From an optimization exercise on the open Yosys and OpenROAD flow, aimed at small area, a short achievable clock period and few clock cycles per item; shortcuts taken in it are not production practice.
Where RTL was checked, it was by simulation tests only, not by an equivalence proof against the original.

== v1 ==
==> flow/design.v <==
`timescale 1ns/1ps
module asconRound (
    input  logic [320-1:0] stateIn,
    input  logic [3:0]                   roundIdx,
    output logic [320-1:0] stateOut
);
    logic [64-1:0] x0, x1, x2, x3, x4;
    logic [64-1:0] t0, t1, t2, t3, t4;
    logic [64-1:0] y0, y1, y2, y3, y4;
    logic [7:0]                  rc;
    assign rc = {~roundIdx, roundIdx};
    always_comb begin
        x0 = stateIn[(320-1-64*(0)) -: 64];
        x1 = stateIn[(320-1-64*(1)) -: 64];
        x2 = stateIn[(320-1-64*(2)) -: 64];
        x3 = stateIn[(320-1-64*(3)) -: 64];
        x4 = stateIn[(320-1-64*(4)) -: 64];
        x2[7:0] = x2[7:0] ^ rc;
        x0 = x0 ^ x4;
        x4 = x4 ^ x3;
        x2 = x2 ^ x1;
        t0 = ~x0 & x1;
        t1 = ~x1 & x2;
        t2 = ~x2 & x3;
        t3 = ~x3 & x4;
        t4 = ~x4 & x0;
        x0 = x0 ^ t1;
        x1 = x1 ^ t2;
        x2 = x2 ^ t3;
        x3 = x3 ^ t4;
        x4 = x4 ^ t0;
        x1 = x1 ^ x0;
        x0 = x0 ^ x4;
        x3 = x3 ^ x2;
        x2 = ~x2;
        y0 = x0 ^ {x0[18:0], x0[63:19]} ^ {x0[27:0], x0[63:28]};
        y1 = x1 ^ {x1[60:0], x1[63:61]} ^ {x1[38:0], x1[63:39]};
        y2 = x2 ^ {x2[0:0],  x2[63:1]}  ^ {x2[5:0],  x2[63:6]};
        y3 = x3 ^ {x3[9:0],  x3[63:10]} ^ {x3[16:0], x3[63:17]};
        y4 = x4 ^ {x4[6:0],  x4[63:7]}  ^ {x4[40:0], x4[63:41]};
    end
    assign stateOut = {y0, y1, y2, y3, y4};
endmodule
`timescale 1ns/1ps
module asconPermutation #(
    parameter int roundsPerCycle = 1
) (
    input  logic [320-1:0] stateIn,
    input  logic [3:0]                   roundIdx,
    output logic [320-1:0] stateOut
);
    logic [320-1:0] chain [0:roundsPerCycle];
    assign chain[0] = stateIn;
    for (genvar g = 0; g < roundsPerCycle; g++) begin : g_round
        asconRound u_round (
            .stateIn (chain[g]),
            .roundIdx(roundIdx | 4'(g)),
            .stateOut(chain[g+1])
        );
    end
    assign stateOut = chain[roundsPerCycle];
endmodule
`timescale 1ns/1ps
module asconPadding (
    input  logic [64-1:0] block,
    input  logic [4-1:0]  len,
    output logic [64-1:0] padded,
    output logic [8-1:0] byteMask
);
    always_comb begin
        for (int b = 0; b < 8; b++) begin
            byteMask[8-1-b] = (b < len);
            if (b < len) begin
                padded[64-1-8*b -: 8] = block[64-1-8*b -: 8];
            end else if (b == len) begin
                padded[64-1-8*b -: 8] = 8'h80;
            end else begin
                padded[64-1-8*b -: 8] = 8'h00;
            end
        end
    end
endmodule
`timescale 1ns/1ps
module asconController (
    input  logic       clk,
    input  logic       rst,
    input  logic       start,
    input  logic       hasAd,
    input  logic       enc,
    input  logic       dLast,       
    output logic       idle,
    output logic [3:0] roundIdx,
    output logic       adMode,      
    output logic       injText,     
    output logic       injAny,      
    output logic       injDec,      
    output logic       injKey34,    
    output logic       injDs,       
    output logic       read,
    output logic       outValid,
    output logic       tagValid
);
    localparam int R = 1;
    localparam logic [3:0] lastIdx = 4'(12 - R);
    localparam logic [3:0] preIdx  = 4'(12 - 2 * R);
    localparam logic [3:0] shortRunStart = 12 - 6;
    localparam logic [2:0] phIdle  = 3'd0;
    localparam logic [2:0] phInit  = 3'd1;
    localparam logic [2:0] phAd    = 3'd2;
    localparam logic [2:0] phText  = 3'd3;
    localparam logic [2:0] phFinal = 3'd4;
    localparam logic [2:0] phTag   = 3'd5;
    logic [2:0] phase;
    logic       isLast;
    logic       isPre;
    logic       absorbing;
    assign isLast    = (roundIdx == lastIdx);
    assign isPre     = (roundIdx == preIdx);
    assign absorbing = (phase == phInit) || (phase == phAd) || (phase == phText);
    always_ff @(posedge clk or posedge rst) begin
        if (rst) begin
            phase    <= phIdle;
            idle     <= 1'b1;
            roundIdx <= 4'd0;
            adMode   <= 1'b0;
            injText  <= 1'b0;
            injAny   <= 1'b0;
            injDec   <= 1'b0;
            injKey34 <= 1'b0;
            injDs    <= 1'b0;
            read     <= 1'b0;
            outValid <= 1'b0;
            tagValid <= 1'b0;
        end else begin
            idle     <= ((phase == phIdle) && !start) || (phase >= phTag);
            injText  <= absorbing && isPre && !adMode;
            injAny   <= absorbing && isPre;
            injDec   <= absorbing && isPre && !adMode && !enc;
            injDs    <= ((phase == phInit) || (phase == phAd)) && isPre && !adMode;
            injKey34 <= ((phase == phInit) || (phase == phFinal)) && isPre;
            read     <= (absorbing && isPre && adMode) || injText;
            outValid <= injText;
            tagValid <= (phase == phFinal) && isLast;
            roundIdx <= roundIdx + 4'(R);
            case (phase)
                phIdle: begin
                    roundIdx <= 4'd0;
                    if (start) begin
                        phase  <= phInit;
                        adMode <= hasAd;
                    end
                end
                phInit, phAd, phText: begin
                    if (isLast) begin
                        roundIdx <= shortRunStart;
                        if (adMode) begin
                            phase  <= phAd;
                            adMode <= !dLast;
                        end else if (dLast) begin
                            phase    <= phFinal;
                            roundIdx <= 4'd0;
                        end else begin
                            phase <= phText;
                        end
                    end
                end
                phFinal: begin
                    if (isLast) begin
                        phase <= phTag;
                    end
                end
                default: begin
                    phase <= phIdle;
                end
            endcase
        end
    end
endmodule
`timescale 1ns/1ps
module asconTop (
    input  logic                         clk,
    input  logic                         rst,
    input  logic                         start,
    input  logic                         hasAd,
    input  logic                         enc,
    input  logic [128-1:0]   key,
    input  logic [128-1:0]   nonce,
    input  logic [64-1:0]  adBlock,
    input  logic [4-1:0]   adLen,
    input  logic [64-1:0]  textBlock,
    input  logic [4-1:0]   textLen,
    output logic                         read,
    output logic [64-1:0]  outBlock,
    output logic                         outValid,
    output logic [128-1:0]   tag,
    output logic                         tagValid
);
    logic                         idle;
    logic [3:0]                   roundIdx;
    logic                         adMode;
    logic                         injText;
    logic                         injAny;
    logic                         injDec;
    logic                         injKey34;
    logic                         injDs;
    logic [320-1:0] stateReg;
    logic [320-1:0] permOut;
    logic [128-1:0]   keyReg;
    logic [64-1:0]  selBlock;
    logic [4-1:0]   selLen;
    logic [8-1:0] lenBytes;
    logic [8-1:0] dBytes;    
    logic [8-1:0] padBytes;  
    logic [8-1:0] injBytes;
    logic [8-1:0] injPads;
    logic [8-1:0] decBytes;
    logic                         dLast;     
    logic [64-1:0]  outReg;
    logic [64-1:0]  mask64;
    logic [64-1:0]  keep0;
    logic [64-1:0]  inj0;
    logic [128-1:0]   inj12;
    logic [128-1:0]   inj34;
    logic [320-1:0] nextState;
    logic [64-1:0]  y0;
    asconController u_controller (
        .clk     (clk),
        .rst     (rst),
        .start   (start),
        .hasAd   (hasAd),
        .enc     (enc),
        .dLast   (dLast),
        .idle    (idle),
        .roundIdx(roundIdx),
        .adMode  (adMode),
        .injText (injText),
        .injAny  (injAny),
        .injDec  (injDec),
        .injKey34(injKey34),
        .injDs   (injDs),
        .read    (read),
        .outValid(outValid),
        .tagValid(tagValid)
    );
    asconPermutation #(
        .roundsPerCycle(1)
    ) u_permutation (
        .stateIn (stateReg),
        .roundIdx(roundIdx),
        .stateOut(permOut)
    );
    assign selBlock = adMode ? adBlock : textBlock;
    assign selLen   = adMode ? adLen : textLen;
    always_comb begin
        for (int b = 0; b < 8; b++) begin
            lenBytes[8-1-b] = (b < selLen);
        end
    end
    always_ff @(posedge clk) begin
        dBytes <= lenBytes;
    end
    assign padBytes = {1'b1, dBytes[8-1:1]} & ~dBytes;
    assign dLast    = !dBytes[0];
    assign injBytes = dBytes & {8{injAny}};
    assign injPads  = padBytes & {8{injAny}};
    assign decBytes = dBytes & {8{injDec}};
    for (genvar b = 0; b < 8; b++) begin : g_pad
        assign inj0[8*b +: 8]   = (selBlock[8*b +: 8] & {8{injBytes[b]}}) | {injPads[b], 7'd0};
        assign mask64[8*b +: 8] = {8{injBytes[b]}};
        assign keep0[8*b +: 8]  = {8{!decBytes[b]}};
    end
    assign inj12 = (injText && dLast) ? keyReg : '0;
    assign inj34 = (injKey34 ? keyReg : '0) ^ {127'd0, injDs};
    assign y0 = permOut[(320-1-64*(0)) -: 64];
    always_comb begin
        nextState = permOut ^ {inj0, inj12, inj34};
        nextState[(320-1-64*(0)) -: 64] = (y0 & keep0) ^ inj0;
        if (idle) begin
            nextState = {64'h80400c0600000000, key, nonce};
        end
    end
    always_ff @(posedge clk) begin
        stateReg <= nextState;
        outReg   <= (y0 ^ inj0) & mask64;
        if (idle) begin
            keyReg <= key;
        end
    end
    assign outBlock = outReg;
    assign tag      = stateReg[128-1:0];
endmodule
Settings: LEC_CHECK=0, CAP_MARGIN=20, CORE_MARGIN=2, CORE_UTILIZATION=40, SLEW_MARGIN=35; clock period 8.0 ns.
standard.sh (not shown) runs the stock make flow with config.mk's settings and CLKGATE_MAP_FILE= SYNTH_SCRIPT=/design/flow/synth_recipe.tcl, a recipe that flattens the netlist after the stock synthesis.
==> flow/flow/run.sh <==
#!/bin/bash
# Standard ORFS layout, with plain buf_1 cells as the port buffers instead of
# the delay cells buffer_ports picks by default, a clock tree with larger
# sink clusters and no dummy loads, and timing repair aiming below the period.
set -euo pipefail
export BUFFER_PORTS_ARGS="-buffer_cell sky130_fd_sc_hd__buf_1"
export CTS_ARGS="-sink_clustering_enable -repair_clock_nets -dont_use_dummy_load -sink_clustering_size 20 -sink_clustering_max_diameter 80"
export SETUP_SLACK_MARGIN=5.2
bash standard.sh > standard.log 2>&1
v1 | status: complete | timing, DRC, antenna: pass
The inputs of v6 differ from those of v1 as listed below.
--- a/flow/design.v
+++ b/flow/design.v
@@ -114,13 +114,13 @@
     logic       isLast;
     logic       isPre;
     logic       absorbing;
+    assign idle      = (phase == phIdle);
     assign isLast    = (roundIdx == lastIdx);
     assign isPre     = (roundIdx == preIdx);
     assign absorbing = (phase == phInit) || (phase == phAd) || (phase == phText);
     always_ff @(posedge clk or posedge rst) begin
         if (rst) begin
             phase    <= phIdle;
-            idle     <= 1'b1;
             roundIdx <= 4'd0;
             adMode   <= 1'b0;
             injText  <= 1'b0;
@@ -132,7 +132,6 @@
             outValid <= 1'b0;
             tagValid <= 1'b0;
         end else begin
-            idle     <= ((phase == phIdle) && !start) || (phase >= phTag);
             injText  <= absorbing && isPre && !adMode;
             injAny   <= absorbing && isPre;
             injDec   <= absorbing && isPre && !adMode && !enc;
Notes after the runs:
v1 reports its worst setup path startpoint as stateReg[282] while v6 reports stateReg[81]. Comparing layout clock buffer count for v6 and v1, the smaller number came from v6. Going from v1 to v6, half-perimeter wire length of the detailed placement result fell 2300 um; length of the first detailed-routing pass in iterations shows an increase of 4; final cell count without fillers climbed 46; combined area of all synthesized cells lower. Going from v1 to v6, via-per-instance ratio shows an increase of 0.034; synthesized-area fraction occupied by adder cells shows no meaningful change; net total in the final layout shows an increase of 53; least setup slack across all paths after layout shows an increase of 0.0043 ns. Re layout overhead on the synthesized area: v6 is 0.22 points up on v1. Against v1 as the reference, v6 delivers a higher area fraction in compound gates after synthesis.
Testbench counts of v6, summed over its fixed seeds: cycles 17,560, blocks 1,860.
No functional check of the RTL was part of v1.

## port drivers added, routing unchanged
The flow's constraints put no driver on any port. The routed layouts listed below were extracted and timed again, unchanged, in two steps. Step 1, drivers: a clkbuf_16 drives clk and a buf_2 each remaining input, both assumed. Step 2 times the ports against the registers' clock, not the clock port: input delays grow and output delays shrink by t, the midpoint of the rising clock arrivals with the driver on. a / b / c = no drivers / after step 1 / after step 2; a / b = the first two.
| run | t (ns) | setup slack, ns | clock arrival spread, ns | worst slew at a driven data input, ns |
|---|---|---|---|---|
| v1 | 0.662 | 5.168 / 5.145 / 5.168 | 0.071 / 0.072 | 0.17 |
| v6 | 0.669 | 5.172 / 5.128 / 5.068 | 0.067 / 0.067 | 0.17 |
After both steps setup and hold are still met in every run listed. The setup slack of v6, which loses most, moves by -0.044 ns with the drivers and by -0.104 ns with both steps.
